Source: an optimization exercise on an open RTL-to-GDS flow (aim: small area, a short achievable clock period and few clock cycles per item). Production flows keep margins and buffers that such runs may drop.
At most, simulation tests tie the RTL to the original design; equivalence was not proved.
The RTL of runs 5 to 8 was laid out without a check of its function.
Power and IR drop assume default switching activity.

## flow/flow/run.sh

```bash
#!/bin/bash
# Standard layout (the standard.sh, unchanged synthesis), with the port
# buffers made from the smallest buffer instead of the resizer's default pick.
set -o pipefail
bash standard.sh BUFFER_PORTS_ARGS="-buffer_cell sky130_fd_sc_hd__buf_1" finish > standard.log 2>&1
```

## flow/standard.sh

```bash
#!/bin/bash
# synth_recipe.tcl (not shown) runs the flow's synth.tcl, then flattens the netlist and writes it again
# the make line also repeats each setting of config.mk as NAME=value (left out here)
make -C /OpenROAD-flow-scripts/flow DESIGN_CONFIG=/design/flow/config.mk WORK_HOME=/design/flow/orfs CLKGATE_MAP_FILE= SYNTH_SCRIPT=/design/flow/synth_recipe.tcl "${@:-finish}"
```

## flow/config.mk

```make
export PLATFORM = sky130hd
export DESIGN_NAME = ipm_dmx
export DESIGN_NICKNAME = ipm_dmx
export VERILOG_FILES = /design/flow/design.v
export SDC_FILE = /design/flow/constraint.sdc
export NUM_CORES = 4
export LEC_CHECK = 0
export ABC_CLOCK_PERIOD_IN_PS = 2400
export CAP_MARGIN = 20
export CORE_AREA = 5 5 325 325
export CTS_CLUSTER_DIAMETER = 100
export CTS_CLUSTER_SIZE = 24
export DIE_AREA = 0 0 330 330
export SETUP_SLACK_MARGIN = 2.4
export SLEW_MARGIN = 20
export SYNTH_HIERARCHICAL = 1
export SYNTH_MINIMUM_KEEP_SIZE = 0
```

## flow/constraint.sdc

```tcl
create_clock -name core_clock -period 5.0 [get_ports {clk}]
set_input_delay 1.0000 -clock core_clock [delete_from_list [all_inputs] [get_ports {clk}]]
set_output_delay 1.0000 -clock core_clock [all_outputs]
set_load 0.01 [all_outputs]
```

## flow/design.v

```verilog
package dmx_pkg;
    localparam int NUM_PE = 16;
    localparam int LANE_W = 16;
    localparam int CNT_W  = 8;
    localparam int SEL_W  = $clog2(NUM_PE);
    typedef enum logic [2:0] {
        PROC_IDLE = 3'd0,
        PROC_MXV  = 3'd1,
        PROC_MTXV = 3'd2,
        PROC_VXV  = 3'd3
    } proc_e;
    typedef logic [NUM_PE-1:0][LANE_W-1:0] lane_vec_t;
    typedef struct packed {
        proc_e            proc;
        logic [CNT_W-1:0] cnt0;
        logic [CNT_W-1:0] cnt1;
        logic [CNT_W-1:0] cnt2;
    } dmx_cfg_t;
    typedef struct packed {
        logic valid;
        logic last;
        logic bcast;
    } beat_tag_t;
endpackage
module dmx_loop_cnt (
    input  logic     clk,
    input  logic     load_i,
    input  logic     accept_i,
    input  dmx_pkg::dmx_cfg_t lim_i,
    input  logic [2:0] lim_z_i,
    output logic     rep_last_o,
    output logic     beat_last_o
);
    logic [dmx_pkg::CNT_W-1:0] cnt0;
    logic [dmx_pkg::CNT_W-1:0] cnt1;
    logic [dmx_pkg::CNT_W-1:0] cnt2;
    logic [dmx_pkg::CNT_W-1:0] rld0;
    logic [dmx_pkg::CNT_W-1:0] rld1;
    logic rld0_z, rld1_z;
    logic z0, z1, z2;
    always_ff @(posedge clk) begin
        if (load_i) begin
            cnt0   <= lim_i.cnt0;
            cnt1   <= lim_i.cnt1;
            cnt2   <= lim_i.cnt2;
            rld0   <= lim_i.cnt0;
            rld1   <= lim_i.cnt1;
            rld0_z <= lim_z_i[0];
            rld1_z <= lim_z_i[1];
            z0     <= lim_z_i[0];
            z1     <= lim_z_i[1];
            z2     <= lim_z_i[2];
        end else if (accept_i) begin
            if (z0) begin
                cnt0 <= rld0;
                z0   <= rld0_z;
                if (z1) begin
                    cnt1 <= rld1;
                    z1   <= rld1_z;
                    cnt2 <= cnt2 - 1'b1;
                    z2   <= (cnt2 == 8'd1);
                end else begin
                    cnt1 <= cnt1 - 1'b1;
                    z1   <= (cnt1 == 8'd1);
                end
            end else begin
                cnt0 <= cnt0 - 1'b1;
                z0   <= (cnt0 == 8'd1);
            end
        end
    end
    assign rep_last_o  = z0;
    assign beat_last_o = z0 && z1 && z2;
endmodule
module dmx_ctrl (
    input  logic      clk,
    input  logic      rstn,
    input  logic      cfg_valid_i,
    input  dmx_pkg::dmx_cfg_t  cfg_i,
    output logic      cfg_ready_o,
    input  logic      dram_empty_i,
    input  logic      smem_empty_i,
    input  logic      out_free_i,
    input  logic      ready_i,
    input  logic      valid_i,
    input  logic      rep_last_i,
    input  logic      beat_last_i,
    output logic      load_o,
    output logic      accept_o,
    output logic      dram_pop_o,
    output logic      smem_pop_o,
    output logic      bcast_o,
    output dmx_pkg::dmx_cfg_t  nxt_cfg_o,
    output logic [2:0] nxt_z_o
);
    logic     nxt_v;
    logic     nxt_bc;
    logic [2:0] nxt_z;
    dmx_pkg::dmx_cfg_t nxt_cfg;
    logic     cur_v;
    logic     cur_bc;
    logic     cfg_take;
    logic     cur_free;
    assign cfg_ready_o = !nxt_v;
    assign cfg_take    = cfg_valid_i && !nxt_v;
    dmx_pop u_smem_pop (
        .go_i      (cur_v),
        .a_empty_i (smem_empty_i),
        .b_empty_i (dram_empty_i),
        .ready_i   (ready_i),
        .valid_i   (valid_i),
        .pop_o     (smem_pop_o)
    );
    dmx_pop u_dram_pop (
        .go_i      (cur_v && rep_last_i),
        .a_empty_i (smem_empty_i),
        .b_empty_i (dram_empty_i),
        .ready_i   (ready_i),
        .valid_i   (valid_i),
        .pop_o     (dram_pop_o)
    );
    dmx_accept u_accept (
        .go_i      (cur_v),
        .a_empty_i (smem_empty_i),
        .b_empty_i (dram_empty_i),
        .ready_i   (ready_i),
        .valid_i   (valid_i),
        .accept_o  (accept_o)
    );
    assign cur_free = !cur_v || (accept_o && beat_last_i);
    assign load_o   = nxt_v && cur_free;
    always_ff @(posedge clk) begin
        if (!rstn) begin
            nxt_v <= 1'b0;
        end else if (cfg_take) begin
            nxt_v <= (cfg_i.proc != dmx_pkg::PROC_IDLE);
        end else if (load_o) begin
            nxt_v <= 1'b0;
        end
    end
    always_ff @(posedge clk) begin
        if (cfg_take) begin
            nxt_cfg <= cfg_i;
            nxt_bc  <= (cfg_i.proc == dmx_pkg::PROC_MXV) || (cfg_i.proc == dmx_pkg::PROC_VXV);
            nxt_z   <= {cfg_i.cnt2 == '0, cfg_i.cnt1 == '0, cfg_i.cnt0 == '0};
        end
    end
    always_ff @(posedge clk) begin
        if (!rstn) begin
            cur_v <= 1'b0;
        end else if (cur_free) begin
            cur_v <= nxt_v;
        end
    end
    always_ff @(posedge clk) begin
        if (load_o) begin
            cur_bc <= nxt_bc;
        end
    end
    assign bcast_o   = cur_bc;
    assign nxt_cfg_o = nxt_cfg;
    assign nxt_z_o   = nxt_z;
endmodule
module dmx_pop (
    input  logic go_i,
    input  logic a_empty_i,
    input  logic b_empty_i,
    input  logic ready_i,
    input  logic valid_i,
    output logic pop_o
);
    assign pop_o = go_i && !a_empty_i && !b_empty_i && (ready_i || !valid_i);
endmodule
module dmx_accept (
    input  logic go_i,
    input  logic a_empty_i,
    input  logic b_empty_i,
    input  logic ready_i,
    input  logic valid_i,
    output logic accept_o
);
    assign accept_o = go_i && !a_empty_i && !b_empty_i && (ready_i || !valid_i);
endmodule
module dmx_datapath (
    input  logic             clk,
    input  logic             rstn,
    input  logic             ready_i,
    input  logic             accept_i,
    input  logic             bcast_i,
    input  dmx_pkg::lane_vec_t        dram_data_i,
    input  dmx_pkg::lane_vec_t        smem_data_i,
    input  logic [dmx_pkg::SEL_W-1:0] smem_sel_i,
    output dmx_pkg::lane_vec_t        dout_weight_o,
    output dmx_pkg::lane_vec_t        dout_act_o,
    output logic             valid_o,
    output logic             out_free_o
);
    logic                       valid_q;
    dmx_pkg::lane_vec_t         w_q;
    dmx_pkg::lane_vec_t         a_q;
    logic [dmx_pkg::LANE_W-1:0] bc_lane;
    logic [dmx_pkg::NUM_PE*dmx_pkg::LANE_W-1:0] smem_flat;
    assign smem_flat  = smem_data_i;
    assign bc_lane    = smem_flat[smem_sel_i*dmx_pkg::LANE_W +: dmx_pkg::LANE_W];
    assign out_free_o = !valid_q || ready_i;
    always_ff @(posedge clk) begin
        if (!rstn) begin
            valid_q <= 1'b0;
        end else if (out_free_o) begin
            valid_q <= accept_i;
        end
    end
    logic                       ld;
    logic                       ld_uni;
    logic                       hold;
    logic [dmx_pkg::LANE_W-1:0] ld_bc_lane;
    logic [dmx_pkg::NUM_PE*dmx_pkg::LANE_W-1:0] dram_flat;
    logic [dmx_pkg::NUM_PE*dmx_pkg::LANE_W-1:0] w_flat;
    logic [dmx_pkg::NUM_PE*dmx_pkg::LANE_W-1:0] a_flat;
    assign dram_flat = dram_data_i;
    assign w_q       = w_flat;
    assign a_q       = a_flat;
    assign ld         = out_free_o;
    assign hold       = !out_free_o;
    assign ld_uni     = out_free_o && !bcast_i;
    assign ld_bc_lane = bc_lane & {dmx_pkg::LANE_W{out_free_o && bcast_i}};
    for (genvar l = 0; l < dmx_pkg::NUM_PE; l++) begin : g_lane
        dmx_lane_reg u_w (
            .clk    (clk),
            .d_i    (dram_flat[l*dmx_pkg::LANE_W +: dmx_pkg::LANE_W]),
            .ld_i   (ld),
            .hold_i (hold),
            .q_o    (w_flat[l*dmx_pkg::LANE_W +: dmx_pkg::LANE_W])
        );
        dmx_act_reg u_a (
            .clk    (clk),
            .d_i    (smem_flat[l*dmx_pkg::LANE_W +: dmx_pkg::LANE_W]),
            .bc_i   (ld_bc_lane),
            .ld_i   (ld_uni),
            .hold_i (hold),
            .q_o    (a_flat[l*dmx_pkg::LANE_W +: dmx_pkg::LANE_W])
        );
    end
    assign dout_weight_o = w_q;
    assign dout_act_o    = a_q;
    assign valid_o       = valid_q;
endmodule
module dmx_lane_reg (
    input  logic                       clk,
    input  logic [dmx_pkg::LANE_W-1:0] d_i,
    input  logic                       ld_i,
    input  logic                       hold_i,
    output logic [dmx_pkg::LANE_W-1:0] q_o
);
    always_ff @(posedge clk) begin
        q_o <= (d_i & {dmx_pkg::LANE_W{ld_i}}) | (q_o & {dmx_pkg::LANE_W{hold_i}});
    end
endmodule
module dmx_act_reg (
    input  logic                       clk,
    input  logic [dmx_pkg::LANE_W-1:0] d_i,
    input  logic [dmx_pkg::LANE_W-1:0] bc_i,
    input  logic                       ld_i,
    input  logic                       hold_i,
    output logic [dmx_pkg::LANE_W-1:0] q_o
);
    always_ff @(posedge clk) begin
        q_o <= (d_i & {dmx_pkg::LANE_W{ld_i}}) | (q_o & {dmx_pkg::LANE_W{hold_i}}) | bc_i;
    end
endmodule
module ipm_dmx (
    input  logic             clk,
    input  logic             rstn,
    input  logic             cfg_valid_i,
    input  dmx_pkg::dmx_cfg_t         cfg_i,
    output logic             cfg_ready_o,
    input  dmx_pkg::lane_vec_t        dram_data_i,
    input  logic             dram_empty_i,
    output logic             dram_pop_o,
    input  dmx_pkg::lane_vec_t        smem_data_i,
    input  logic [dmx_pkg::SEL_W-1:0] smem_sel_i,
    input  logic             smem_empty_i,
    output logic             smem_pop_o,
    output dmx_pkg::lane_vec_t        dout_weight_o,
    output dmx_pkg::lane_vec_t        dout_act_o,
    output logic             valid_o,
    input  logic             ready_i
);
    logic      accept;
    logic      load;
    logic      rep_last;
    logic      beat_last;
    logic      out_free;
    logic      bcast;
    dmx_pkg::dmx_cfg_t  nxt_cfg;
    logic [2:0] nxt_z;
    dmx_ctrl u_ctrl (
        .clk          (clk),
        .rstn         (rstn),
        .cfg_valid_i  (cfg_valid_i),
        .cfg_i        (cfg_i),
        .cfg_ready_o  (cfg_ready_o),
        .dram_empty_i (dram_empty_i),
        .smem_empty_i (smem_empty_i),
        .out_free_i   (out_free),
        .ready_i      (ready_i),
        .valid_i      (valid_o),
        .rep_last_i   (rep_last),
        .beat_last_i  (beat_last),
        .load_o       (load),
        .accept_o     (accept),
        .dram_pop_o   (dram_pop_o),
        .smem_pop_o   (smem_pop_o),
        .bcast_o      (bcast),
        .nxt_cfg_o    (nxt_cfg),
        .nxt_z_o      (nxt_z)
    );
    dmx_loop_cnt u_loop_cnt (
        .clk         (clk),
        .load_i      (load),
        .accept_i    (accept),
        .lim_i       (nxt_cfg),
        .lim_z_i     (nxt_z),
        .rep_last_o  (rep_last),
        .beat_last_o (beat_last)
    );
    dmx_datapath u_datapath (
        .clk           (clk),
        .rstn          (rstn),
        .ready_i       (ready_i),
        .accept_i      (accept),
        .bcast_i       (bcast),
        .dram_data_i   (dram_data_i),
        .smem_data_i   (smem_data_i),
        .smem_sel_i    (smem_sel_i),
        .dout_weight_o (dout_weight_o),
        .dout_act_o    (dout_act_o),
        .valid_o       (valid_o),
        .out_free_o    (out_free)
    );
endmodule
```

==> results of run 1 <==
through the flow:
| step | total power (W) | hold slack (ps) |
|---|---|---|
| after floorplan | 0.00642 | 400 |
| after global placement | 0.00732 | 409 |
| after detailed placement | 0.00733 | 407 |
| after CTS | 0.0106 | 441 |
| after global routing | 0.0109 | 456 |
| final | 0.0105 | 441 |
layout make-up:
class | count | area share, %
diodes | 23 | 0.203
clock buffers | 39 | 3.29
clock inverters | 12 | 0.547
inverters | 12 | 0.199
multi-input cells | 786 | 28.7
flip-flops and latches | 589 | 44.2
well taps | 1368 | 6.04
repair buffers | 1133 | 16.8
routing by layer:
layer	wire length, um	global-route usage [%]	share of wire, %
met1	44300	24.7	40
met2	49600	28.4	44
met3	14900	8.30	13
met4	2580	4.70	2.3
met5	132	0	0.12
how the worst min path moves through the flow:
stage                                         end  slack [ps]  cells past startpoint
after global placement    u_ctrl.cur_bc$_DFFE_PP_         410                      0
after floorplan           u_ctrl.cur_bc$_DFFE_PP_         400                      0
after CTS                 u_ctrl.cur_bc$_DFFE_PP_         440                      0
after detailed placement  u_ctrl.cur_bc$_DFFE_PP_         410                      0
after global routing      u_ctrl.cur_bc$_DFFE_PP_         460                      0
final                     u_ctrl.cur_bc$_DFFE_PP_         440                      0
state kept, by name, summed over array words and instances, names as in the netlist, 3 cells and up:
register and flops:
u_ctrl.nxt_cfg 24, u_ctrl.nxt_z 3, u_datapath.g_lane.u_a.q_o 256, u_datapath.g_lane.u_w.q_o 256, u_loop_cnt.cnt0 8, u_loop_cnt.cnt1 8
u_loop_cnt.cnt2 8, u_loop_cnt.rld0 8, u_loop_cnt.rld1 8
power by group through the flow:
| stage | logic, W | clock network [W] | registers (W) |
|---|---|---|---|
| after floorplan | 0.000723 | 0 | 0.00570 |
| after global placement | 0.00172 | 0 | 0.00561 |
| after detailed placement | 0.00173 | 0 | 0.00560 |
| after CTS | 0.00177 | 0.00329 | 0.00549 |
| after global routing | 0.00191 | 0.00343 | 0.00554 |
| final | 0.00179 | 0.00319 | 0.00551 |
timing repair:
action,CTS,global route
hold endpoints to repair,0,0
pin swaps,3,3
cloned,1,0
gates resized for setup,33,21
setup endpoints to repair,452,114
buffers inserted,9,17
==> impl_metrics.csv, run 1 <==
group,metric,value,unit
run_status,status,"complete, no violations",
timing,worst_pin_slew,1090,ps
clock_tree,numCtsBuffers,34,
final_layout,multiInputGateArea,0.00814,mm2
final_layout,fillers,10800,
synthesis,yosys_warnings,11,
critical_path,required,5490,ps
clock_tree,clock_path_buffers,3,
routing,wl_per_cell,28.1,um
synthesis,netlist_area,0.0222,mm2
power,p_clk_share,30.4,%
power,p_sw,0.00311,W
timing,slew_viol_final,0,
placed_design,gp_congestion,0.924,
final_layout,final_common_cell,"buf_1",
final_layout,area_delta_synth_final,27.8,%
global_route,grtUsageTotal,18.8,%
routing,ant_nets,0,
clock_tree,cts_hold_buf,0,
critical_path,crit_family,"multiplexers",
placed_design,placed_cells,3861,
die,start_util,21.8,%
synthesis,syn_avg_cell_area,14.4,um2
placed_design,io_buffers,1064,
routing,drtPass1Iterations,7,
critical_path,worstSetupEndpoint,"u_datapath.g_lane[9].u_a.q_o[12]$_DFF_P_",
placed_design,place_hpwl,88700,um
clock_tree,htreeDepth,2,
synthesis,synthCells,1544,
clock_tree,cts_tree,"yes",
timing,setup_viol,0,
global_route,grt_pass1_vias,18100,
placed_design,dpl-instance-area,0.0267,mm2
routing,drt_wl_total,112000,um
critical_path,slowest_delay,550,ps
synthesis,synth_nets,2099,
power,p_comb_share,17.1,%
critical_path,critPathArrivalTime,3100,ps
die,die_x,330,um
die,die_area,0.109,mm2
final_layout,stdcell_count,3962,
timing,fin_worst_skew,29.0,ps
timing,hold_viol,0,
final_layout,mostFrequentLayoutCells,"1054 x buf_1, 513 x dfxtp_1, 256 x a22o_1",
timing,finalCritPeriodShare,52.2,%
global_route,grt_max_degree,192,
final_layout,nets,3111,
clock_tree,clock_latency,600,ps
timing,fmax,0.383,GHz
critical_path,r2r_setup_slack,2480,ps
final_layout,final_cell_area,0.0283,mm2
global_route,grt_pass1_wl,146000,um
power,peakVddDrop,0.000229,V
worst_hold_path,hold_path.class,"register to register",
final_layout,utilization,27.9,%
power,power.density,370,mW/mm2
timing,grt_setup_unrepaired,"true",
critical_path,r2r_cells,5,
die,io-pin-count,1065,
power,p_sw_share,29.6,%
power,power_frac_seq,52.5,%
final_layout,layout-drive-gt1-share,12.5,%
clock_tree,clock-sinks,589,
timing,finalCriticalPeriod,2610,ps
critical_path,end_kind,"register",
routing,drt_first_iter_violations,2252,
critical_path,crit_buf_inv,4,
global_route,antenna_found_initial,51,
clock_tree,clk_pin_slew,100,ps
timing,setup_tns,0,ps
worst_hold_path,hp-start,"u_ctrl.nxt_bc$_DFFE_PP_",
critical_path,path_cells,"clkbuf_16, buf_16, buf_8, mux4_2, mux2i_4, o22ai_1, buf_4, a221o_1",
power,p_int,0.00738,W
global_route,grt-ovfl-total,0,
die,die_h,330,um
critical_path,startpoint_type,"input port",
routing,drc,0,
clock_tree,cts.root.buffer_cell,"clkbuf_16",
critical_path,reg2reg_from,"u_datapath.valid_q$_SDFFE_PN0N_",
timing,setup_slack,2390,ps
routing,vias_per_cell,4.89,
timing,relSlewSlack,27.5,%
placed_design,pre_cts_ws,972,ps
critical_path,critPathLaunch,"smem_sel_i[0]",
die,core_region_area,0.102,mm2
critical_path,cp_slowest_cell,"mux4_2",
flow_run,maxCapViolCount,0,
final_layout,sequential_cell_area,0.0125,mm2
critical_path,r2r-end,"u_datapath.g_lane[9].u_w.q_o[14]$_DFF_P_",
die,rows,117,
routing,via_count,19400,
power,p_leak,10.0,nW
critical_path,worstPathMaxFanout,16,
critical_path,cp_num_cells,8,
critical_path,path_class,"input port to register",
Testbench counts, summed over its fixed seeds: cycles 7,825, items 7,792.
==> run 2, diff against run 1 <==
--- a/flow/config.mk
+++ b/flow/config.mk
@@ -8,8 +8,6 @@
 export ABC_CLOCK_PERIOD_IN_PS = 2400
 export CAP_MARGIN = 20
 export CORE_AREA = 5 5 325 325
-export CTS_CLUSTER_DIAMETER = 100
-export CTS_CLUSTER_SIZE = 24
 export DIE_AREA = 0 0 330 330
 export SETUP_SLACK_MARGIN = 2.4
 export SLEW_MARGIN = 20
==> run 2 against run 1 <==
Global-route usage increased by 0.17 points. Largest cell class unchanged. Synthesized cell count unchanged. First-iteration DRC count increased by 2.6%. Final area increased by 4.2%. Still clean. Power increased by 19%. Sequential share of layout area decreased by 1.8 points. Clock skew decreased by 5.1 ps. Sequential power about the same.
==> impl_metrics.csv, run 2 <==
group,metric,value,unit
run_status,status,"complete, no violations",
routing,vias_per_cell,4.83,
timing,grt_setup_unrepaired,"true",
placed_design,place_hpwl,88700,um
routing,ant_nets,0,
synthesis,syn_avg_cell_area,14.4,um2
global_route,grt_pass1_vias,18400,
timing,fmax,0.384,GHz
critical_path,end_kind,"register",
final_layout,area_delta_synth_final,33.2,%
die,die_h,330,um
critical_path,startpoint_type,"input port",
clock_tree,htreeDepth,3,
critical_path,crit_family,"multiplexers",
routing,drt_first_iter_violations,2310,
power,p_sw_share,27.8,%
die,core_region_area,0.102,mm2
critical_path,required,5520,ps
clock_tree,clock-sinks,589,
die,io-pin-count,1065,
placed_design,pre_cts_ws,972,ps
final_layout,mostFrequentLayoutCells,"1054 x buf_1, 513 x dfxtp_1, 256 x a22o_1",
routing,wl_per_cell,27.9,um
final_layout,sequential_cell_area,0.0125,mm2
power,p_clk_share,41.5,%
critical_path,cp_slowest_cell,"mux2i_1",
power,power.density,423,mW/mm2
timing,finalCriticalPeriod,2600,ps
placed_design,placed_cells,3861,
global_route,grt-ovfl-total,0,
global_route,grtUsageTotal,18.9,%
clock_tree,cts_tree,"yes",
synthesis,yosys_warnings,11,
critical_path,critPathArrivalTime,3120,ps
final_layout,fillers,10700,
placed_design,io_buffers,1064,
routing,drtPass1Iterations,8,
critical_path,path_cells,"clkbuf_16, mux4_2, mux2i_1, o22ai_2, buf_6, a221o_1",
final_layout,nets,3142,
placed_design,gp_congestion,0.924,
power,p_comb_share,14.3,%
worst_hold_path,hold_path.class,"register to register",
power,p_leak,10.6,nW
flow_run,maxCapViolCount,0,
clock_tree,clock_latency,630,ps
timing,hold_viol,0,
critical_path,path_class,"input port to register",
clock_tree,clock_path_buffers,3,
power,peakVddDrop,0.000301,V
clock_tree,cts_hold_buf,0,
clock_tree,numCtsBuffers,69,
power,p_int,0.00902,W
routing,drt_wl_total,113000,um
timing,setup_viol,0,
timing,setup_tns,0,ps
synthesis,synthCells,1544,
die,start_util,21.8,%
routing,drc,0,
final_layout,multiInputGateArea,0.00812,mm2
power,p_sw,0.00347,W
timing,worst_pin_slew,1120,ps
clock_tree,clk_pin_slew,60,ps
die,die_x,330,um
die,rows,117,
timing,fin_worst_skew,23.9,ps
critical_path,worstPathMaxFanout,13,
global_route,grt_max_degree,192,
die,die_area,0.109,mm2
power,power_frac_seq,44.2,%
final_layout,final_common_cell,"buf_1",
critical_path,crit_buf_inv,2,
global_route,antenna_found_initial,55,
synthesis,synth_nets,2099,
timing,setup_slack,2400,ps
timing,relSlewSlack,25.0,%
timing,finalCritPeriodShare,52.1,%
timing,slew_viol_final,0,
global_route,grt_pass1_wl,147000,um
final_layout,layout-drive-gt1-share,14.2,%
synthesis,netlist_area,0.0222,mm2
routing,via_count,19500,
final_layout,largestRegisters,"u_datapath.g_lane.u_a.q_o (256), u_datapath.g_lane.u_w.q_o (256), u_ctrl.nxt_cfg (24)",
clock_tree,cts.root.buffer_cell,"clkbuf_16",
final_layout,stdcell_count,4031,
critical_path,slowest_delay,550,ps
==> run 2: worst paths after layout <==
path,from,to,slack (ps),depth (start not counted)
max,smem_sel_i[0],u_datapath.g_lane[9].u_a.q_o[8]$_DFF_P_,2400,6
min,u_ctrl.nxt_bc$_DFFE_PP_,u_ctrl.cur_bc$_DFFE_PP_,440,0
max reg2reg,u_datapath.valid_q$_SDFFE_PN0N_,u_datapath.g_lane[13].u_w.q_o[6]$_DFF_P_,2470,5
min reg2reg,u_ctrl.nxt_bc$_DFFE_PP_,u_ctrl.cur_bc$_DFFE_PP_,440,0
==> run 2: metrics by stage <==
stage                     power (W)  instance area [um2]  hold slack [ps]  utilization [%]
after floorplan             0.00642                22300              400                -
after global placement      0.00732                26700              409             26.3
after detailed placement    0.00733                26700              407             26.3
after CTS                    0.0126                29300              426             28.8
after global routing         0.0129                29500              448             29.0
final                        0.0125                29500              440             29.0
==> run 2: final cells by class <==
class / count / area share, %
Clock inverter: 22 / 1.01
Inverter: 12 / 0.191
Tap cell: 1368 / 5.80
Timing Repair Buffer: 1129 / 16.0
Clock buffer: 98 / 6.84
Multi-Input combinational cell: 786 / 27.5
Sequential cell: 589 / 42.5
Antenna cell: 27 / 0.229
==> run 2: power groups by stage <==
stage	registers, W	clock network, W	logic, W
CTS	0.00550	0.00530	0.00178
global placement	0.00561	0	0.00172
detailed placement	0.00560	0	0.00173
floorplan	0.00570	0	0.000723
global route	0.00555	0.00546	0.00191
finish	0.00551	0.00518	0.00179
==> run 2: per-layer routing <==
| layer | routed length (um) | global-route usage [%] | vias to the layer above | share of wire, % |
|---|---|---|---|---|
| li1 | - | - | 8463 | - |
| met3 | 14900 | 8.55 | 166 | 13 |
| met2 | 50200 | 28.3 | 1229 | 45 |
| met4 | 2470 | 5.83 | 18 | 2.2 |
| met1 | 44800 | 24.6 | 9605 | 40 |
| met5 | 132 | 0 | - | 0.12 |
==> run 2: repair_timing <==
item | CTS | global route
endpoints found under the setup margin | 386 | 135
gates resized for setup | 35 | 15
buffers inserted | 9 | 13
gates cloned | 0 | 1
endpoints found under the hold margin | 0 | 0
pin swaps | 2 | 3
==> run 3, diff against run 2 <==
--- a/flow/config.mk
+++ b/flow/config.mk
@@ -9,7 +9,7 @@
 export CAP_MARGIN = 20
 export CORE_AREA = 5 5 325 325
 export DIE_AREA = 0 0 330 330
-export SETUP_SLACK_MARGIN = 2.4
+export SETUP_SLACK_MARGIN = 2.7
 export SLEW_MARGIN = 20
 export SYNTH_HIERARCHICAL = 1
 export SYNTH_MINIMUM_KEEP_SIZE = 0
==> run 3 against run 2 <==
Count of clock-buffer cells in the layout rose by 1. Via count grew 1.6%. Synthesized cell count unchanged. Critical path depth down 3. Die area did not move. Utilization rose by 1.1 points. Power is 2.7% higher. Sequential power about the same. Routed wire length is 12% higher. Global-route usage rose by 2.5 points. Final cell count rose by 1.1%. Largest cell class unchanged. Highest routed layer unchanged.
==> impl_metrics.csv, run 3 <==
group,metric,value,unit
run_status,status,"complete, no violations",
final_layout,nets,3173,
critical_path,path_cells,"buf_6, nor4b_4, buf_2",
worst_hold_path,hold_path.class,"register to register",
timing,fin_worst_skew,16.1,ps
die,core_region_area,0.102,mm2
timing,slew_viol_final,0,
power,peakVddDrop,0.000278,V
critical_path,slowest_delay,240,ps
placed_design,io_buffers,1064,
die,io-pin-count,1065,
timing,grt_setup_unrepaired,"true",
critical_path,path_class,"input port to output port",
final_layout,final_common_cell,"buf_1",
global_route,grt_pass1_vias,18900,
die,die_h,330,um
final_layout,layout-drive-gt1-share,19.8,%
flow_run,maxCapViolCount,0,
die,die_x,330,um
timing,relSlewSlack,31.6,%
power,p_leak,11.1,nW
timing,hold_viol,0,
final_layout,fillers,10600,
global_route,grt_pass1_wl,163000,um
power,power.density,419,mW/mm2
clock_tree,clock_latency,620,ps
timing,setup_viol,0,
clock_tree,cts_tree,"yes",
placed_design,dpl-instance-area,0.0267,mm2
die,start_util,21.8,%
routing,drtPass1Iterations,5,
global_route,grt-ovfl-total,0,
routing,via_count,19800,
timing,fmax,0.396,GHz
die,die_area,0.109,mm2
routing,drt_first_iter_violations,2000,
timing,worst_pin_slew,1030,ps
routing,drt_wl_total,126000,um
final_layout,area_delta_synth_final,38.1,%
global_route,grt_max_degree,191,
critical_path,end_kind,"output port",
final_layout,mostFrequentLayoutCells,"962 x buf_1, 510 x dfxtp_1, 256 x a22o_1",
synthesis,synthCells,1544,
clock_tree,clock_path_buffers,3,
critical_path,required,4000,ps
clock_tree,htreeDepth,3,
critical_path,worstPathMaxFanout,3,
routing,vias_per_cell,4.86,
global_route,antenna_found_initial,88,
clock_tree,numCtsBuffers,70,
clock_tree,clock-sinks,589,
placed_design,gp_congestion,0.905,
final_layout,multiInputGateArea,0.00857,mm2
timing,setup_tns,0,ps
critical_path,startpoint_type,"input port",
clock_tree,cts_hold_buf,0,
final_layout,sequential_cell_area,0.0125,mm2
final_layout,final_cell_area,0.0306,mm2
critical_path,cp_slowest_cell,"nor4b_4",
die,rows,117,
routing,ant_nets,0,
timing,finalCritPeriodShare,50.5,%
clock_tree,cts.root.buffer_cell,"clkbuf_16",
synthesis,netlist_area,0.0222,mm2
clock_tree,clk_pin_slew,60,ps
routing,drc,0,
synthesis,yosys_warnings,11,
critical_path,critPathArrivalTime,1530,ps
placed_design,place_hpwl,98000,um
global_route,grtUsageTotal,21.5,%
synthesis,syn_avg_cell_area,14.4,um2
timing,finalCriticalPeriod,2530,ps
synthesis,synth_nets,2099,
routing,wl_per_cell,30.9,um
final_layout,largestRegisters,"u_datapath.g_lane.u_a.q_o (256), u_datapath.g_lane.u_w.q_o (256), u_ctrl.nxt_cfg (24)",
==> run 3: cell types whose count changed in the layout (fill, tap and decap cells not counted), sizes merged <==
cell,before,now
clkbuf,100,121
inv,15,17
o22ai,17,24
clkinvlp,3,5
diode,27,35
clkinv,12,13
bufinv,4,6
nor2,14,16
buf,1127,1128
==> run 3: area by class of cell <==
type,count,share of cell area (%)
flip-flops and latches,589,41.0
diodes,35,0.286
repair buffers,1150,17.3
multi-input cells,795,28.0
inverters,12,0.192
clock inverters,29,1.13
well taps,1368,5.59
clock buffers,99,6.61
==> run 3: layer usage <==
| metal | up-vias | GRT usage (%) | wire length [um] |
|---|---|---|---|
| met2 | 1147 | 36.5 | 61800 |
| li1 | 8575 | - | - |
| met1 | 9819 | 24.5 | 46600 |
| met3 | 251 | 8.19 | 12400 |
| met5 | - | 0 | 52 |
| met4 | 8 | 8.18 | 5200 |
==> run 3: stage by stage <==
stage	power [W]	hold WS [ps]	utilization, %	instances	worst slack (ps)
global route	0.0133	453	30.1	4068	2390
global placement	0.00733	426	26.2	3853	537
floorplan	0.00643	400	-	1544	1930
detailed placement	0.00735	431	26.2	3853	521
finish	0.0128	441	30.1	4077	2470
CTS	0.0129	443	29.7	4026	2450
==> run 3: report_power, final <==
group          leakage, nW  total [W]  internal, W  switching (W)
Sequential            5.04    0.00548      0.00522       0.000259
Clock                 1.16    0.00532      0.00315        0.00217
Combinational         4.92    0.00202     0.000863        0.00116
==> run 3: worst paths after layout <==
check	from	end	slack, ps	cells after the start
min reg2reg	u_ctrl.nxt_cfg[23]$_DFFE_PP_	u_loop_cnt.rld0[7]$_DFFE_PP_	440	0
max	smem_empty_i	dram_pop_o	2470	3
max reg2reg	u_datapath.valid_q$_SDFFE_PN0N_	u_loop_cnt.cnt0[5]$_DFFE_PP_	2780	8
min	u_ctrl.nxt_cfg[23]$_DFFE_PP_	u_loop_cnt.rld0[7]$_DFFE_PP_	440	0
==> run 3: worst max-delay path, delay by kind of cell <==
kind,cells,cell delay [ps]
simple gates,1,240
buf+inv,2,280
==> run 3: repair_timing <==
| action | CTS | global route |
|---|---|---|
| resized for setup | 187 | 43 |
| buffers inserted | 28 | 11 |
| pin swaps | 14 | 12 |
| setup endpoints to repair | 635 | 274 |
| gates cloned | 17 | 5 |
==> run 4, diff against run 3 <==
--- a/flow/config.mk
+++ b/flow/config.mk
@@ -8,6 +8,8 @@
 export ABC_CLOCK_PERIOD_IN_PS = 2400
 export CAP_MARGIN = 20
 export CORE_AREA = 5 5 325 325
+export CTS_CLUSTER_DIAMETER = 100
+export CTS_CLUSTER_SIZE = 24
 export DIE_AREA = 0 0 330 330
 export SETUP_SLACK_MARGIN = 2.7
 export SLEW_MARGIN = 20
==> run 4 against run 3 <==
Combinational power about the same. Utilization down 1.1 points. Via count down 1.2%. Maximum frequency about the same. Critical path depth unchanged. Highest routed layer unchanged. Still clean. Critical path type unchanged. Setup slack better by 1.4 ps. Final area down 3.6%. First-iteration DRC count up 3.6%. Count of clock-buffer cells in the layout down 57.
==> impl_metrics.csv, run 4 <==
group,metric,value,unit
power,peakVddDrop,0.000227,V
power,power.density,368,mW/mm2
global_route,grt_max_degree,191,
routing,drt_first_iter_violations,2072,
run_status,status,"complete, no violations",
timing,setup_tns,0,ps
die,start_util,21.8,%
die,die_h,330,um
critical_path,critPathArrivalTime,1530,ps
timing,grt_setup_unrepaired,"true",
timing,worst_pin_slew,1070,ps
synthesis,synthCells,1544,
critical_path,reg2reg_from,"u_ctrl.cur_bc$_DFFE_PP_",
global_route,grtUsageTotal,21.1,%
placed_design,place_hpwl,98000,um
timing,fin_worst_skew,32.2,ps
critical_path,path_class,"input port to output port",
power,p_int,0.00758,W
placed_design,gp_congestion,0.905,
routing,ant_nets,0,
timing,slew_viol_final,0,
clock_tree,clk_pin_slew,100,ps
power,total_power,0.0109,W
clock_tree,clock_path_buffers,3,
clock_tree,numCtsBuffers,36,
synthesis,netlist_area,0.0222,mm2
power,p_clk_share,30.8,%
final_layout,area_delta_synth_final,33.1,%
worst_hold_path,hold_path.class,"register to register",
critical_path,r2r_cells,5,
timing,fmax,0.396,GHz
global_route,grt_pass1_vias,18400,
routing,vias_per_cell,4.88,
die,die_x,330,um
critical_path,startpoint_type,"input port",
routing,via_count,19600,
timing,hold_viol,0,
final_layout,fillers,10600,
synthesis,syn_avg_cell_area,14.4,um2
die,die_area,0.109,mm2
placed_design,pre_cts_ws,521,ps
critical_path,critPathLaunch,"smem_empty_i",
final_layout,mostFrequentLayoutCells,"966 x buf_1, 511 x dfxtp_1, 256 x a22o_1",
die,core_region_area,0.102,mm2
timing,relSlewSlack,28.4,%
critical_path,required,4000,ps
timing,finalCriticalPeriod,2530,ps
final_layout,final_common_cell,"buf_1",
timing,setup_viol,0,
power,power_frac_seq,50.4,%
die,rows,117,
clock_tree,cts_tree,"yes",
global_route,grt_pass1_wl,161000,um
final_layout,largestRegisters,"u_datapath.g_lane.u_a.q_o (256), u_datapath.g_lane.u_w.q_o (256), u_ctrl.nxt_cfg (24)",
final_layout,utilization,29.0,%
synthesis,synth_nets,2099,
routing,drtPass1Iterations,6,
final_layout,nets,3144,
clock_tree,clock_latency,600,ps
clock_tree,cts.root.buffer_cell,"clkbuf_16",
routing,drt_wl_total,125000,um
critical_path,worstPathMaxFanout,3,
timing,finalCritPeriodShare,50.5,%
final_layout,layout-drive-gt1-share,18.0,%
global_route,grt-ovfl-total,0,
power,p_comb_share,18.7,%
global_route,antenna_found_initial,94,
routing,drc,0,
synthesis,yosys_warnings,11,
placed_design,io_buffers,1064,
critical_path,end_kind,"output port",
clock_tree,htreeDepth,2,
routing,wl_per_cell,31.2,um
die,io-pin-count,1065,
flow_run,maxCapViolCount,0,
timing,setup_slack,2470,ps
clock_tree,clock-sinks,589,
power,p_leak,10.6,nW
power,p_sw,0.00327,W
worst_hold_path,hp-start,"u_ctrl.nxt_cfg[23]$_DFFE_PP_",
power,p_sw_share,30.2,%
worst_hold_path,min_path_cells,0,
## run 4: through the flow
| step | std cells | hold slack [ps] | area (um2) |
|---|---|---|---|
| floorplan | 1544 | 400 | 22300 |
| global placement | 3853 | 426 | 26700 |
| detailed placement | 3853 | 431 | 26700 |
| CTS | 3942 | 455 | 28800 |
| global route | 4001 | 466 | 29500 |
| finish | 4012 | 451 | 29500 |
## run 4: area by class of cell
| cell class | count | area, um2 | share of cell area [%] |
|---|---|---|---|
| Inverter | 12 | 56.3 | 0.191 |
| Clock buffer | 42 | 955 | 3.23 |
| Timing Repair Buffer | 1155 | 5370 | 18.2 |
| Clock inverter | 12 | 210 | 0.712 |
| Tap cell | 1368 | 1710 | 5.80 |
| Multi-Input combinational cell | 795 | 8580 | 29.1 |
| Sequential cell | 589 | 12500 | 42.5 |
| Antenna cell | 39 | 97.6 | 0.331 |
## run 4: per-layer routing
metal,track usage [%],part of all wire [%]
met1,24.3,37
met2,35.9,49
met3,7.71,9.8
met4,7.72,4.1
met5,0,0.052
## run 4: critical path, cell delays in order
cell,delay (ps)
buf_6,110
nor4b_4,240
buf_2,170
## run 4: power by group through the flow
stage	logic [W]	clock network [W]	registers, W
after floorplan	0.000728	0	0.00570
after detailed placement	0.00177	0	0.00557
final	0.00203	0.00335	0.00547
after global routing	0.00216	0.00361	0.00552
after global placement	0.00176	0	0.00557
after CTS	0.00196	0.00347	0.00547
## run 4: worst paths after layout
path,to,slack (ps)
worst max-delay path,dram_pop_o,2470
worst min-delay path,u_loop_cnt.rld0[7]$_DFFE_PP_,450
worst max register to register,u_datapath.g_lane[11].u_a.q_o[0]$_DFF_P_,2750
worst min register to register,u_loop_cnt.rld0[7]$_DFFE_PP_,450
## run 4: what timing repair did
item                       CTS  global route
hold endpoints to repair     0             0
buffers inserted            22            22
setup endpoints to repair  631           325
resized for setup          175            56
hold buffers                 0             0
pin swaps                   13            18
gates cloned                13             9
==> run 5, diff against run 4 <==
--- a/flow/design.v
+++ b/flow/design.v
@@ -119,14 +119,7 @@
         .valid_i   (valid_i),
         .pop_o     (dram_pop_o)
     );
-    dmx_accept u_accept (
-        .go_i      (cur_v),
-        .a_empty_i (smem_empty_i),
-        .b_empty_i (dram_empty_i),
-        .ready_i   (ready_i),
-        .valid_i   (valid_i),
-        .accept_o  (accept_o)
-    );
+    assign accept_o = smem_pop_o;
     assign cur_free = !cur_v || (accept_o && beat_last_i);
     assign load_o   = nxt_v && cur_free;
     always_ff @(posedge clk) begin
@@ -171,16 +164,6 @@
 );
     assign pop_o = go_i && !a_empty_i && !b_empty_i && (ready_i || !valid_i);
 endmodule
-module dmx_accept (
-    input  logic go_i,
-    input  logic a_empty_i,
-    input  logic b_empty_i,
-    input  logic ready_i,
-    input  logic valid_i,
-    output logic accept_o
-);
-    assign accept_o = go_i && !a_empty_i && !b_empty_i && (ready_i || !valid_i);
-endmodule
 module dmx_datapath (
     input  logic             clk,
     input  logic             rstn,
--- a/flow/config.mk
+++ b/flow/config.mk
@@ -8,8 +8,6 @@
 export ABC_CLOCK_PERIOD_IN_PS = 2400
 export CAP_MARGIN = 20
 export CORE_AREA = 5 5 325 325
-export CTS_CLUSTER_DIAMETER = 100
-export CTS_CLUSTER_SIZE = 24
 export DIE_AREA = 0 0 330 330
 export SETUP_SLACK_MARGIN = 2.7
 export SLEW_MARGIN = 20
==> run 5 against run 4 <==
Area after synthesis about the same. Count of clock-buffer cells in the layout rose by 52. Utilization grew 1.2 points. Final area rose by 4.0%. Sequential share of layout area down 1.6 points. First-iteration DRC count fell by 7.8%. Clock skew decreased by 7.2 ps. Highest routed layer unchanged.
==> impl_metrics.csv, run 5 <==
group,metric,value,unit
global_route,antenna_found_initial,73,
routing,ant_nets,0,
clock_tree,numCtsBuffers,70,
timing,worst_pin_slew,1090,ps
critical_path,end_kind,"output port",
worst_hold_path,hold_path.class,"register to register",
final_layout,utilization,30.2,%
timing,fin_worst_skew,25.1,ps
critical_path,path_cells,"buf_8, nor2b_4, nor4b_4, buf_2",
critical_path,critPathArrivalTime,1570,ps
final_layout,final_cell_area,0.0307,mm2
synthesis,synthCells,1543,
timing,hold_viol,0,
clock_tree,clock_path_buffers,3,
final_layout,nets,3182,
placed_design,place_hpwl,98400,um
power,p_leak,11.1,nW
clock_tree,clk_pin_slew,60,ps
timing,setup_tns,0,ps
global_route,grt_pass1_wl,162000,um
die,io-pin-count,1065,
routing,top_layer,"met5",
final_layout,layout-drive-gt1-share,19.6,%
routing,wl_per_cell,30.3,um
critical_path,slowest_delay,250,ps
placed_design,io_buffers,1064,
synthesis,netlist_area,0.0221,mm2
timing,setup_slack,2430,ps
timing,relSlewSlack,27.3,%
timing,grt_setup_unrepaired,"true",
clock_tree,clock_latency,630,ps
timing,setup_viol,0,
routing,drt_first_iter_violations,1910,
routing,drc,0,
final_layout,final_common_cell,"buf_1",
final_layout,area_delta_synth_final,38.6,%
placed_design,dpl-instance-area,0.0268,mm2
timing,slew_viol_final,0,
synthesis,syn_avg_cell_area,14.4,um2
timing,finalCritPeriodShare,51.5,%
routing,via_count,19800,
critical_path,required,4000,ps
routing,wl_met3,12600,um
routing,wl_met2,61200,um
placed_design,pre_cts_ws,940,ps
critical_path,crit_family,"simple AND/OR/NAND/NOR gates",
clock_tree,cts.root.buffer_cell,"clkbuf_16",
power,power.density,417,mW/mm2
die,rows,117,
critical_path,path_class,"input port to output port",
clock_tree,cts_tree,"yes",
die,die_x,330,um
placed_design,gp_congestion,0.919,
timing,finalCriticalPeriod,2570,ps
routing,wirelength_met1,44300,um
critical_path,startpoint_type,"input port",
clock_tree,clock-sinks,589,
global_route,grt_max_degree,193,
critical_path,cp_slowest_cell,"nor4b_4",
final_layout,largestRegisters,"u_datapath.g_lane.u_a.q_o (256), u_datapath.g_lane.u_w.q_o (256), u_ctrl.nxt_cfg (24)",
timing,timing.hold.ws,439,ps
die,core_region_area,0.102,mm2
routing,drt_wl_total,124000,um
global_route,grtUsageTotal,21.1,%
global_route,grt-ovfl-total,0,
critical_path,worstPathMaxFanout,3,
critical_path,crit_buf_inv,2,
flow_run,maxCapViolCount,0,
clock_tree,htreeDepth,3,
routing,vias_per_cell,4.86,
run_status,status,"complete, no violations",
final_layout,mostFrequentLayoutCells,"978 x buf_1, 502 x dfxtp_1, 256 x a22o_1",
synthesis,yosys_warnings,11,
die,die_area,0.109,mm2
synthesis,synth_nets,2098,
die,start_util,21.8,%
die,die_h,330,um
routing,drtPass1Iterations,9,
power,peakVddDrop,0.000242,V
global_route,grt_pass1_vias,19000,
timing,fmax,0.389,GHz
==> run 5: metal layers <==
metal  vias to the layer above  GRT usage, %
met3                       279          6.87
li1                       8541             -
met4                         2          8.60
met1                      9752          24.1
met5                         -             0
met2                      1248          36.7
==> run 5: metrics by stage <==
step | power (W) | instances
final | 0.0128 | 4076
after global routing | 0.0133 | 4068
after CTS | 0.0129 | 4038
after detailed placement | 0.00739 | 3866
after global placement | 0.00738 | 3866
after floorplan | 0.00643 | 1543
==> run 5: what timing repair did <==
item / in CTS / in global routing
pin swaps: 17 / 10
hold buffers: 0 / 0
cloned: 6 / 2
gates resized for setup: 227 / 25
setup endpoints to repair: 452 / 301
buffers inserted: 44 / 5
==> run 5: worst paths after layout <==
kind,start,to,slack [ps],cells after the start
hold / removal,u_ctrl.nxt_bc$_DFFE_PP_,u_ctrl.cur_bc$_DFFE_PP_,440,0
hold reg to reg,u_ctrl.nxt_bc$_DFFE_PP_,u_ctrl.cur_bc$_DFFE_PP_,440,0
setup reg to reg,u_datapath.valid_q$_SDFFE_PN0N_,u_datapath.g_lane[6].u_a.q_o[15]$_DFF_P_,2740,5
setup / recovery,ready_i,smem_pop_o,2430,4
==> run 5: where the power goes <==
part           switching [W]  leakage (nW)  internal (W)  total, W
clock network        0.00216          1.13       0.00314   0.00529
registers           0.000281          5.04       0.00523   0.00551
logic                0.00114          4.96      0.000870   0.00201
total                0.00358          11.1       0.00923    0.0128
==> run 5: cell type report <==
type                            instances  area [um2]
Antenna cell                           31        77.6
Timing Repair Buffer                 1167        5510
Multi-Input combinational cell        787        8450
Clock inverter                         28         372
Sequential cell                       589       12600
Fill cell                           10500       71100
Inverter                               12        56.3
Clock buffer                           94        1960
Tap cell                             1368        1710
==> run 6, diff against run 5 <==
--- a/flow/config.mk
+++ b/flow/config.mk
@@ -9,7 +9,7 @@
 export CAP_MARGIN = 20
 export CORE_AREA = 5 5 325 325
 export DIE_AREA = 0 0 330 330
-export SETUP_SLACK_MARGIN = 2.7
+export SETUP_SLACK_MARGIN = 2.4
 export SLEW_MARGIN = 20
 export SYNTH_HIERARCHICAL = 1
 export SYNTH_MINIMUM_KEEP_SIZE = 0
==> run 6 against run 5 <==
Clock skew shrank 2.8 ps. Setup slack lost 2.5 ps. Global-route usage shrank 2.0 points. Die area is the same.
==> impl_metrics.csv, run 6 <==
group,metric,value,unit
run_status,status,"complete, no violations",
clock_tree,cts.root.buffer_cell,"clkbuf_16",
timing,finalCritPeriodShare,51.5,%
placed_design,place_hpwl,89100,um
critical_path,worstPathMaxFanout,2,
clock_tree,clock_path_buffers,3,
routing,via_count,19300,
synthesis,yosys_warnings,11,
final_layout,utilization,28.8,%
global_route,grt_pass1_wl,148000,um
synthesis,synthCells,1543,
die,die_h,330,um
timing,hold_viol,0,
timing,fin_worst_skew,22.3,ps
die,core_region_area,0.102,mm2
worst_hold_path,hold_path.class,"register to register",
die,die_area,0.109,mm2
critical_path,critPathArrivalTime,1580,ps
final_layout,sequential_cell_area,0.0125,mm2
critical_path,r2r_cells,5,
placed_design,io_buffers,1064,
routing,wl_per_cell,28.0,um
power,p_leak,10.5,nW
routing,drtPass1Iterations,6,
timing,grt_setup_unrepaired,"false",
placed_design,placed_cells,3853,
timing,finalCriticalPeriod,2580,ps
final_layout,mostFrequentLayoutCells,"1048 x buf_1, 513 x dfxtp_1, 256 x a22o_1",
critical_path,required,4000,ps
global_route,grt_pass1_vias,18500,
critical_path,startpoint_type,"input port",
flow_run,maxCapViolCount,0,
clock_tree,cts_hold_buf,0,
synthesis,synth_nets,2098,
clock_tree,clock_latency,630,ps
worst_hold_path,min_path_cells,0,
final_layout,area_delta_synth_final,32.3,%
critical_path,end_kind,"output port",
power,power.density,424,mW/mm2
power,total_power,0.0124,W
routing,drt_first_iter_violations,2006,
clock_tree,clk_pin_slew,60,ps
global_route,grtUsageTotal,19.1,%
synthesis,netlist_area,0.0221,mm2
global_route,antenna_found_initial,42,
routing,drt_wl_total,112000,um
timing,relSlewSlack,31.6,%
routing,ant_nets,0,
power,peakVddDrop,0.000213,V
timing,slew_viol_final,0,
timing,setup_viol,0,
final_layout,fillers,10700,
critical_path,path_class,"input port to output port",
final_layout,stdcell_count,4009,
global_route,grt_max_degree,190,
timing,worst_pin_slew,1030,ps
timing,fmax,0.388,GHz
clock_tree,cts_tree,"yes",
final_layout,final_common_cell,"buf_1",
clock_tree,clock-sinks,589,
routing,vias_per_cell,4.82,
final_layout,largestRegisters,"u_datapath.g_lane.u_a.q_o (256), u_datapath.g_lane.u_w.q_o (256), u_ctrl.nxt_cfg (24)",
die,start_util,21.8,%
timing,setup_tns,0,ps
die,rows,117,
final_layout,multiInputGateArea,0.00814,mm2
routing,drc,0,
final_layout,nets,3123,
critical_path,r2r_setup_slack,2640,ps
die,die_x,330,um
placed_design,gp_congestion,0.949,
synthesis,syn_avg_cell_area,14.4,um2
clock_tree,numCtsBuffers,67,
final_layout,layout-drive-gt1-share,13.9,%
clock_tree,htreeDepth,3,
global_route,grt-ovfl-total,0,
die,io-pin-count,1065,
-- run 6: final timing paths --
check | startpoint | endpoint
worst max-delay path | dram_empty_i | smem_pop_o
worst min-delay path | u_ctrl.nxt_bc$_DFFE_PP_ | u_ctrl.cur_bc$_DFFE_PP_
worst max register to register | u_ctrl.cur_bc$_DFFE_PP_ | u_datapath.g_lane[12].u_a.q_o[14]$_DFF_P_
worst min register to register | u_ctrl.nxt_bc$_DFFE_PP_ | u_ctrl.cur_bc$_DFFE_PP_
-- run 6: what timing repair did --
action / CTS / global route
gates resized for setup: 30 / 30
setup buffers: 12 / 0
pin swaps: 3 / 2
cloned: 1 / 1
setup endpoints to repair: 370 / 317
endpoints found under the hold margin: 0 / 0
-- run 6: through the flow --
| step | setup WS [ps] | area, um2 | hold slack (ps) |
|---|---|---|---|
| global route | 2380 | 29300 | 441 |
| floorplan | 1930 | 22300 | 400 |
| global placement | 1020 | 26600 | 403 |
| finish | 2420 | 29300 | 421 |
| detailed placement | 1010 | 26600 | 408 |
| CTS | 2270 | 29100 | 425 |
-- run 6: where the power goes --
part / switching, W / internal (W)
combinational: 0.00105 / 0.000727
clock: 0.00209 / 0.00303
sequential: 0.000302 / 0.00522
-- run 6: layer usage --
| layer | GRT usage [%] | part of all wire [%] | routed length (um) | vias up |
|---|---|---|---|---|
| met5 | 0 | 0.10 | 114 | - |
| met4 | 7.16 | 2.7 | 3020 | 14 |
| met3 | 8.79 | 13 | 14600 | 175 |
| met2 | 27.4 | 43 | 48400 | 1204 |
| met1 | 25.2 | 41 | 46200 | 9516 |
| li1 | - | - | - | 8418 |
-- run 6: cell type report --
type	instances	share of cell area, %
clock buffers	95	6.74
inverters	12	0.192
well taps	1368	5.84
clock inverters	27	1.01
flip-flops and latches	589	42.8
repair buffers	1112	15.5
multi-input cells	786	27.8
diodes	20	0.171
-- run 6: critical path, cell delays in order --
cell and delay, ps:
buf_6 100, nor4b_4 280, buf_2 190
==> run 7, diff against run 6 <==
--- a/flow/config.mk
+++ b/flow/config.mk
@@ -7,9 +7,9 @@
 export LEC_CHECK = 0
 export ABC_CLOCK_PERIOD_IN_PS = 2400
 export CAP_MARGIN = 20
-export CORE_AREA = 5 5 325 325
-export DIE_AREA = 0 0 330 330
-export SETUP_SLACK_MARGIN = 2.4
+export CORE_AREA = 5 5 435 145
+export DIE_AREA = 0 0 440 150
+export SETUP_SLACK_MARGIN = 2.7
 export SLEW_MARGIN = 20
 export SYNTH_HIERARCHICAL = 1
 export SYNTH_MINIMUM_KEEP_SIZE = 0
==> run 7 against run 6 <==
Die area shrank 39%. Setup slack lost 5.7 ps. Routed wire length grew 5.6%. Critical path depth grew 2. Maximum frequency shrank 0.22%. Critical path type unchanged. Highest routed layer unchanged.
==> impl_metrics.csv, run 7 <==
group,metric,value,unit
routing,top_layer,"met5",
run_status,status,"complete, no violations",
critical_path,cp_slowest_cell,"nor4b_4",
final_layout,nets,3149,
critical_path,crit_buf_inv,3,
critical_path,r2r-end,"u_loop_cnt.cnt0[5]$_DFFE_PP_",
timing,setup_tns,0,ps
critical_path,worstSetupEndpoint,"dram_pop_o",
critical_path,slowest_delay,190,ps
timing,finalCriticalPeriod,2580,ps
synthesis,syn_avg_cell_area,14.4,um2
timing,grt_setup_unrepaired,"true",
global_route,grt-ovfl-total,0,
die,core_region_area,0.0596,mm2
clock_tree,clock_latency,610,ps
critical_path,critPathArrivalTime,1580,ps
critical_path,worstPathMaxFanout,2,
routing,drtPass1Iterations,5,
clock_tree,clock_path_buffers,3,
die,rows,51,
critical_path,crit_family,"buffers and inverters",
clock_tree,cts_hold_buf,0,
routing,wl_met2,53100,um
final_layout,largestRegisters,"u_datapath.g_lane.u_a.q_o (256), u_datapath.g_lane.u_w.q_o (256), u_ctrl.nxt_cfg (24)",
final_layout,layout-drive-gt1-share,16.8,%
routing,via_count,20500,
placed_design,gp_congestion,1.00,
die,io-pin-count,1065,
timing,setup_viol,0,
timing,relSlewSlack,34.5,%
synthesis,synth_nets,2098,
timing,setup_slack,2420,ps
global_route,grt_pass1_wl,155000,um
power,power.density,398,mW/mm2
critical_path,required,4000,ps
worst_hold_path,hold_path.class,"register to register",
placed_design,place_hpwl,90000,um
timing,worst_pin_slew,983,ps
critical_path,path_class,"input port to output port",
critical_path,end_kind,"output port",
critical_path,r2r_setup_slack,2880,ps
die,start_util,37.2,%
timing,hold_viol,0,
critical_path,startpoint_type,"input port",
critical_path,critPathLaunch,"ready_i",
clock_tree,clk_pin_slew,70,ps
synthesis,synthCells,1543,
routing,wl_per_cell,34.0,um
global_route,antenna_found_initial,52,
routing,drc,0,
global_route,grt_max_degree,206,
synthesis,yosys_warnings,11,
placed_design,io_buffers,1064,
timing,fmax,0.387,GHz
die,die_area,0.0660,mm2
clock_tree,htreeDepth,2,
routing,drt_wl_total,119000,um
final_layout,area_delta_synth_final,32.7,%
routing,wirelength_met1,47400,um
routing,wl_met3,14100,um
clock_tree,cts.root.buffer_cell,"clkbuf_16",
routing,vias_per_cell,5.88,
flow_run,maxCapViolCount,0,
final_layout,mostFrequentLayoutCells,"1031 x buf_1, 507 x dfxtp_1, 256 x a22o_1",
final_layout,fillers,5562,
synthesis,netlist_area,0.0221,mm2
power,p_leak,10.6,nW
critical_path,path_cells,"buf_8, buf_4, nor2b_4, nor4b_4, buf_2",
die,die_x,440,um
clock_tree,clock-sinks,589,
global_route,grtUsageTotal,33.5,%
critical_path,reg2reg_from,"u_loop_cnt.z1$_DFFE_PP_",
timing,slew_viol_final,0,
die,die_h,150,um
routing,drt_first_iter_violations,2542,
timing,finalCritPeriodShare,51.6,%
routing,ant_nets,0,
placed_design,pre_cts_ws,955,ps
power,peakVddDrop,0.000256,V
clock_tree,numCtsBuffers,49,
clock_tree,cts_tree,"yes",
final_layout,final_common_cell,"buf_1",
critical_path,cp_num_cells,5,
timing,fin_worst_skew,18.7,ps
critical_path,r2r_cells,7,
global_route,grt_pass1_vias,18500,
## run 7: worst min path at each step
| stage | startpoint | end | cells past startpoint |
|---|---|---|---|
| global placement | u_ctrl.nxt_bc$_DFFE_PP_ | u_ctrl.cur_bc$_DFFE_PP_ | 0 |
| global route | u_ctrl.nxt_bc$_DFFE_PP_ | u_ctrl.cur_bc$_DFFE_PP_ | 0 |
| CTS | u_ctrl.nxt_bc$_DFFE_PP_ | u_ctrl.cur_bc$_DFFE_PP_ | 0 |
| floorplan | u_ctrl.nxt_bc$_DFFE_PP_ | u_ctrl.cur_bc$_DFFE_PP_ | 0 |
| finish | u_ctrl.nxt_bc$_DFFE_PP_ | u_ctrl.cur_bc$_DFFE_PP_ | 0 |
| detailed placement | u_ctrl.nxt_bc$_DFFE_PP_ | u_ctrl.cur_bc$_DFFE_PP_ | 0 |
## run 7: through the flow
stage | hold slack (ps) | cell area (um2) | cells | utilization (%) | total power, W
after floorplan | 400 | 22300 | 1543 | - | 0.00643
after detailed placement | 423 | 25900 | 3295 | 43.4 | 0.00727
final | 450 | 29400 | 3486 | 49.3 | 0.0117
after global routing | 468 | 29300 | 3465 | 49.2 | 0.0121
after global placement | 408 | 25900 | 3295 | 43.4 | 0.00725
after CTS | 441 | 28900 | 3435 | 48.5 | 0.0117
## run 7: routing by layer
layer  up-vias  global-route usage [%]
met4        24                    9.98
met1     10300                    45.3
met2      1413                    51.1
met3       263                    11.1
met5         -                       0
li1       8509                       -
## run 7: layout make-up
| cell class | instances | area (um2) | share of cell area (%) |
|---|---|---|---|
| Clock buffer | 70 | 1480 | 5.03 |
| Timing Repair Buffer | 1149 | 5290 | 18.0 |
| Tap cell | 821 | 1030 | 3.49 |
| Clock inverter | 22 | 229 | 0.779 |
| Multi-Input combinational cell | 793 | 8700 | 29.6 |
| Antenna cell | 30 | 75.1 | 0.255 |
| Sequential cell | 589 | 12500 | 42.7 |
| Inverter | 12 | 56.3 | 0.192 |
## run 7: timing repair
item	CTS	global route
buffers inserted	32	16
gates resized for setup	162	48
pin swaps	20	19
setup endpoints to repair	438	301
gates cloned	16	5
## run 7: power breakdown
group / internal [W] / total, W / switching, W
Sequential: 0.00522 / 0.00547 / 0.000258
Clock: 0.00228 / 0.00421 / 0.00193
Combinational: 0.000855 / 0.00203 / 0.00117
==> run 8, diff against run 7 <==
--- a/flow/design.v
+++ b/flow/design.v
@@ -119,7 +119,14 @@
         .valid_i   (valid_i),
         .pop_o     (dram_pop_o)
     );
-    assign accept_o = smem_pop_o;
+    dmx_accept u_accept (
+        .go_i      (cur_v),
+        .a_empty_i (smem_empty_i),
+        .b_empty_i (dram_empty_i),
+        .ready_i   (ready_i),
+        .valid_i   (valid_i),
+        .accept_o  (accept_o)
+    );
     assign cur_free = !cur_v || (accept_o && beat_last_i);
     assign load_o   = nxt_v && cur_free;
     always_ff @(posedge clk) begin
@@ -164,6 +171,16 @@
 );
     assign pop_o = go_i && !a_empty_i && !b_empty_i && (ready_i || !valid_i);
 endmodule
+module dmx_accept (
+    input  logic go_i,
+    input  logic a_empty_i,
+    input  logic b_empty_i,
+    input  logic ready_i,
+    input  logic valid_i,
+    output logic accept_o
+);
+    assign accept_o = go_i && !a_empty_i && !b_empty_i && (ready_i || !valid_i);
+endmodule
 module dmx_datapath (
     input  logic             clk,
     input  logic             rstn,
@@ -181,10 +198,8 @@
     logic                       valid_q;
     dmx_pkg::lane_vec_t         w_q;
     dmx_pkg::lane_vec_t         a_q;
-    logic [dmx_pkg::LANE_W-1:0] bc_lane;
     logic [dmx_pkg::NUM_PE*dmx_pkg::LANE_W-1:0] smem_flat;
     assign smem_flat  = smem_data_i;
-    assign bc_lane    = smem_flat[smem_sel_i*dmx_pkg::LANE_W +: dmx_pkg::LANE_W];
     assign out_free_o = !valid_q || ready_i;
     always_ff @(posedge clk) begin
         if (!rstn) begin
@@ -206,7 +221,17 @@
     assign ld         = out_free_o;
     assign hold       = !out_free_o;
     assign ld_uni     = out_free_o && !bcast_i;
-    assign ld_bc_lane = bc_lane & {dmx_pkg::LANE_W{out_free_o && bcast_i}};
+    logic [dmx_pkg::NUM_PE-1:0] bc_oh;
+    dmx_bc_dec u_bc_dec (
+        .sel_i  (smem_sel_i),
+        .en_i   (out_free_o && bcast_i),
+        .oh_o   (bc_oh)
+    );
+    dmx_bc_sel u_bc_sel (
+        .data_i (smem_flat),
+        .oh_i   (bc_oh),
+        .lane_o (ld_bc_lane)
+    );
     for (genvar l = 0; l < dmx_pkg::NUM_PE; l++) begin : g_lane
         dmx_lane_reg u_w (
             .clk    (clk),
@@ -251,6 +276,28 @@
         q_o <= (d_i & {dmx_pkg::LANE_W{ld_i}}) | (q_o & {dmx_pkg::LANE_W{hold_i}}) | bc_i;
     end
 endmodule
+module dmx_bc_dec (
+    input  logic [dmx_pkg::SEL_W-1:0]  sel_i,
+    input  logic                       en_i,
+    output logic [dmx_pkg::NUM_PE-1:0] oh_o
+);
+    for (genvar k = 0; k < dmx_pkg::NUM_PE; k++) begin : g_oh
+        assign oh_o[k] = en_i && (sel_i == k);
+    end
+endmodule
+module dmx_bc_sel (
+    input  logic [dmx_pkg::NUM_PE*dmx_pkg::LANE_W-1:0] data_i,
+    input  logic [dmx_pkg::NUM_PE-1:0]                 oh_i,
+    output logic [dmx_pkg::LANE_W-1:0]                 lane_o
+);
+    always_comb begin
+        lane_o = '0;
+        for (int k = 0; k < dmx_pkg::NUM_PE; k++) begin
+            lane_o = lane_o | (data_i[k*dmx_pkg::LANE_W +: dmx_pkg::LANE_W]
+                               & {dmx_pkg::LANE_W{oh_i[k]}});
+        end
+    end
+endmodule
 module ipm_dmx (
     input  logic             clk,
     input  logic             rstn,
--- a/flow/config.mk
+++ b/flow/config.mk
@@ -7,9 +7,9 @@
 export LEC_CHECK = 0
 export ABC_CLOCK_PERIOD_IN_PS = 2400
 export CAP_MARGIN = 20
-export CORE_AREA = 5 5 435 145
-export DIE_AREA = 0 0 440 150
-export SETUP_SLACK_MARGIN = 2.7
+export CORE_AREA = 5 5 325 325
+export DIE_AREA = 0 0 330 330
+export SETUP_SLACK_MARGIN = 2.4
 export SLEW_MARGIN = 20
 export SYNTH_HIERARCHICAL = 1
 export SYNTH_MINIMUM_KEEP_SIZE = 0
==> run 8 against run 7 <==
Critical path depth increased by 8. Via count rose by 0.68%. First-iteration DRC count shrank 27%. Hold slack got worse by 7.1 ps. Maximum frequency decreased by 8.9%. Still clean. Critical endpoint is now u_datapath.g_lane[14].u_a.q_o[7]$_DFF_P_. Clock power rose by 36%. Die area is 65% higher. Final area increased by 4.1%. Final cell count increased by 20%. Largest cell class unchanged. Power rose by 13%.
==> impl_metrics.csv, run 8 <==
group,metric,value,unit
run_status,status,"complete, no violations",
die,die_area,0.109,mm2
timing,hold_viol,0,
timing,setup_slack,2170,ps
timing,timing.hold.ws,443,ps
critical_path,crit_family,"buffers and inverters",
die,core_region_area,0.102,mm2
clock_tree,cts.root.buffer_cell,"clkbuf_16",
routing,drc,0,
critical_path,end_kind,"register",
global_route,grt_pass1_wl,176000,um
placed_design,gp_congestion,0.889,
final_layout,mostFrequentLayoutCells,"1059 x buf_1, 514 x dfxtp_1, 317 x a22o_1",
timing,slew_viol_final,0,
synthesis,synth_nets,2165,
power,p_sw,0.00381,W
power,p_leak,11.0,nW
timing,finalCritPeriodShare,56.7,%
clock_tree,clk_pin_slew,60,ps
routing,via_count,20600,
die,rows,117,
placed_design,place_hpwl,111000,um
die,die_x,330,um
global_route,grt-ovfl-total,0,
timing,grt_setup_unrepaired,"true",
timing,fin_worst_skew,16.0,ps
routing,drt_wl_total,139000,um
final_layout,area_delta_synth_final,41.0,%
placed_design,pre_cts_ws,92.4,ps
placed_design,io_buffers,1064,
clock_tree,numCtsBuffers,74,
power,power_frac_seq,42.0,%
global_route,grt_max_degree,192,
worst_hold_path,hold_path.class,"register to register",
power,p_comb_share,14.8,%
final_layout,layout-drive-gt1-share,16.0,%
timing,relSlewSlack,40.1,%
final_layout,largestRegisters,"u_datapath.g_lane.u_a.q_o (256), u_datapath.g_lane.u_w.q_o (256), u_ctrl.nxt_cfg (24)",
critical_path,path_class,"input port to register",
critical_path,reg2reg_from,"u_ctrl.cur_bc$_DFFE_PP_",
critical_path,critPathArrivalTime,3360,ps
critical_path,slowest_delay,410,ps
routing,wl_per_cell,33.3,um
flow_run,maxCapViolCount,0,
critical_path,required,5530,ps
timing,worst_pin_slew,898,ps
critical_path,startpoint_type,"input port",
critical_path,crit_buf_inv,6,
global_route,grt_pass1_vias,19900,
timing,fmax,0.353,GHz
critical_path,worstPathMaxFanout,6,
power,peakVddDrop,0.000206,V
die,start_util,21.3,%
final_layout,final_common_cell,"buf_1",
clock_tree,clock_path_buffers,3,
worst_hold_path,hp-start,"u_ctrl.nxt_cfg[14]$_DFFE_PP_",
global_route,grtUsageTotal,23.6,%
power,p_sw_share,28.8,%
power,power.density,432,mW/mm2
routing,ant_nets,0,
synthesis,syn_avg_cell_area,13.5,um2
clock_tree,htreeDepth,3,
power,p_int,0.00941,W
die,die_h,330,um
power,p_clk_share,43.2,%
clock_tree,clock_latency,630,ps
critical_path,critPathLaunch,"ready_i",
clock_tree,cts_tree,"yes",
timing,finalCriticalPeriod,2830,ps
critical_path,path_cells,"buf_12, nor2b_4, nor2b_4, or3b_4, buf_4, nor2_4, buf_8, buf_12, a221oi_4, nand4_1, buf_6, bufbuf_16, a221o_1",
global_route,antenna_found_initial,89,
synthesis,netlist_area,0.0217,mm2
synthesis,synthCells,1610,
routing,drt_first_iter_violations,1849,
timing,setup_viol,0,
routing,vias_per_cell,4.94,
routing,drtPass1Iterations,5,
final_layout,nets,3266,
die,io-pin-count,1065,
synthesis,yosys_warnings,12,
critical_path,cp_slowest_cell,"a221oi_4",
clock_tree,clock-sinks,589,
==> run 8: worst paths after layout <==
check	slack, ps	depth (start not counted)	end
worst max-delay path	2170	13	u_datapath.g_lane[14].u_a.q_o[7]$_DFF_P_
worst min-delay path	440	0	u_loop_cnt.rld1[6]$_DFFE_PP_
worst max register to register	2260	11	u_datapath.g_lane[14].u_a.q_o[7]$_DFF_P_
worst min register to register	440	0	u_loop_cnt.rld1[6]$_DFFE_PP_
==> run 8: metrics by stage <==
| stage | TNS (ps) | instance area, um2 | std cells | util (%) | power (W) |
|---|---|---|---|---|---|
| 3_5_place_dp | 0 | 26400 | 3933 | 26.0 | 0.00747 |
| 5_1_grt | 0 | 30600 | 4166 | 30.1 | 0.0137 |
| 4_1_cts | 0 | 30100 | 4119 | 29.6 | 0.0133 |
| 3_3_place_gp | -192 | 26400 | 3931 | 26.0 | 0.00745 |
| 2_1_floorplan | 0 | 21900 | 1610 | - | 0.00641 |
| 6_report | 0 | 30600 | 4171 | 30.1 | 0.0132 |
==> run 8: routing by layer <==
layer	wire [um]	track usage (%)	up-vias
met5	13	0	-
met4	6510	10.1	2
met3	15400	9.80	316
met2	70600	42.7	1237
met1	46400	24.0	10200
li1	-	-	8904
==> run 8: area by class of cell <==
| type | instances | area, um2 |
|---|---|---|
| multi-input cells | 843 | 8190 |
| clock buffers | 93 | 2040 |
| flip-flops and latches | 589 | 12500 |
| diodes | 31 | 77.6 |
| clock inverters | 44 | 532 |
| well taps | 1368 | 1710 |
| repair buffers | 1191 | 5450 |
| fillers | 10600 | 71100 |
| inverters | 12 | 60.1 |
==> run 8: power groups by stage <==
stage / registers [W] / logic [W] / clock network, W
global route: 0.00559 / 0.00207 / 0.00604
floorplan: 0.00577 / 0.000645 / 0
CTS: 0.00554 / 0.00192 / 0.00586
detailed placement: 0.00564 / 0.00183 / 0
global placement: 0.00563 / 0.00182 / 0
finish: 0.00555 / 0.00195 / 0.00571
==> run 8: repair_timing <==
item | 4_1_cts | 5_1_grt
hold buffers | 0 | 0
endpoints found under the setup margin | 522 | 407
gates cloned | 4 | 2
gates resized for setup | 99 | 43
pin swaps | 24 | 19
setup buffers | 45 | 19

Re-timed with assumed drivers on the ports (clkbuf_16 on the clock, buf_2 on other inputs), run 8 has 2.172 ns of setup slack against 2.167 ns with ideal ports, and 1.477 ns once port delays also move by the mid clock arrival of 0.695 ns.
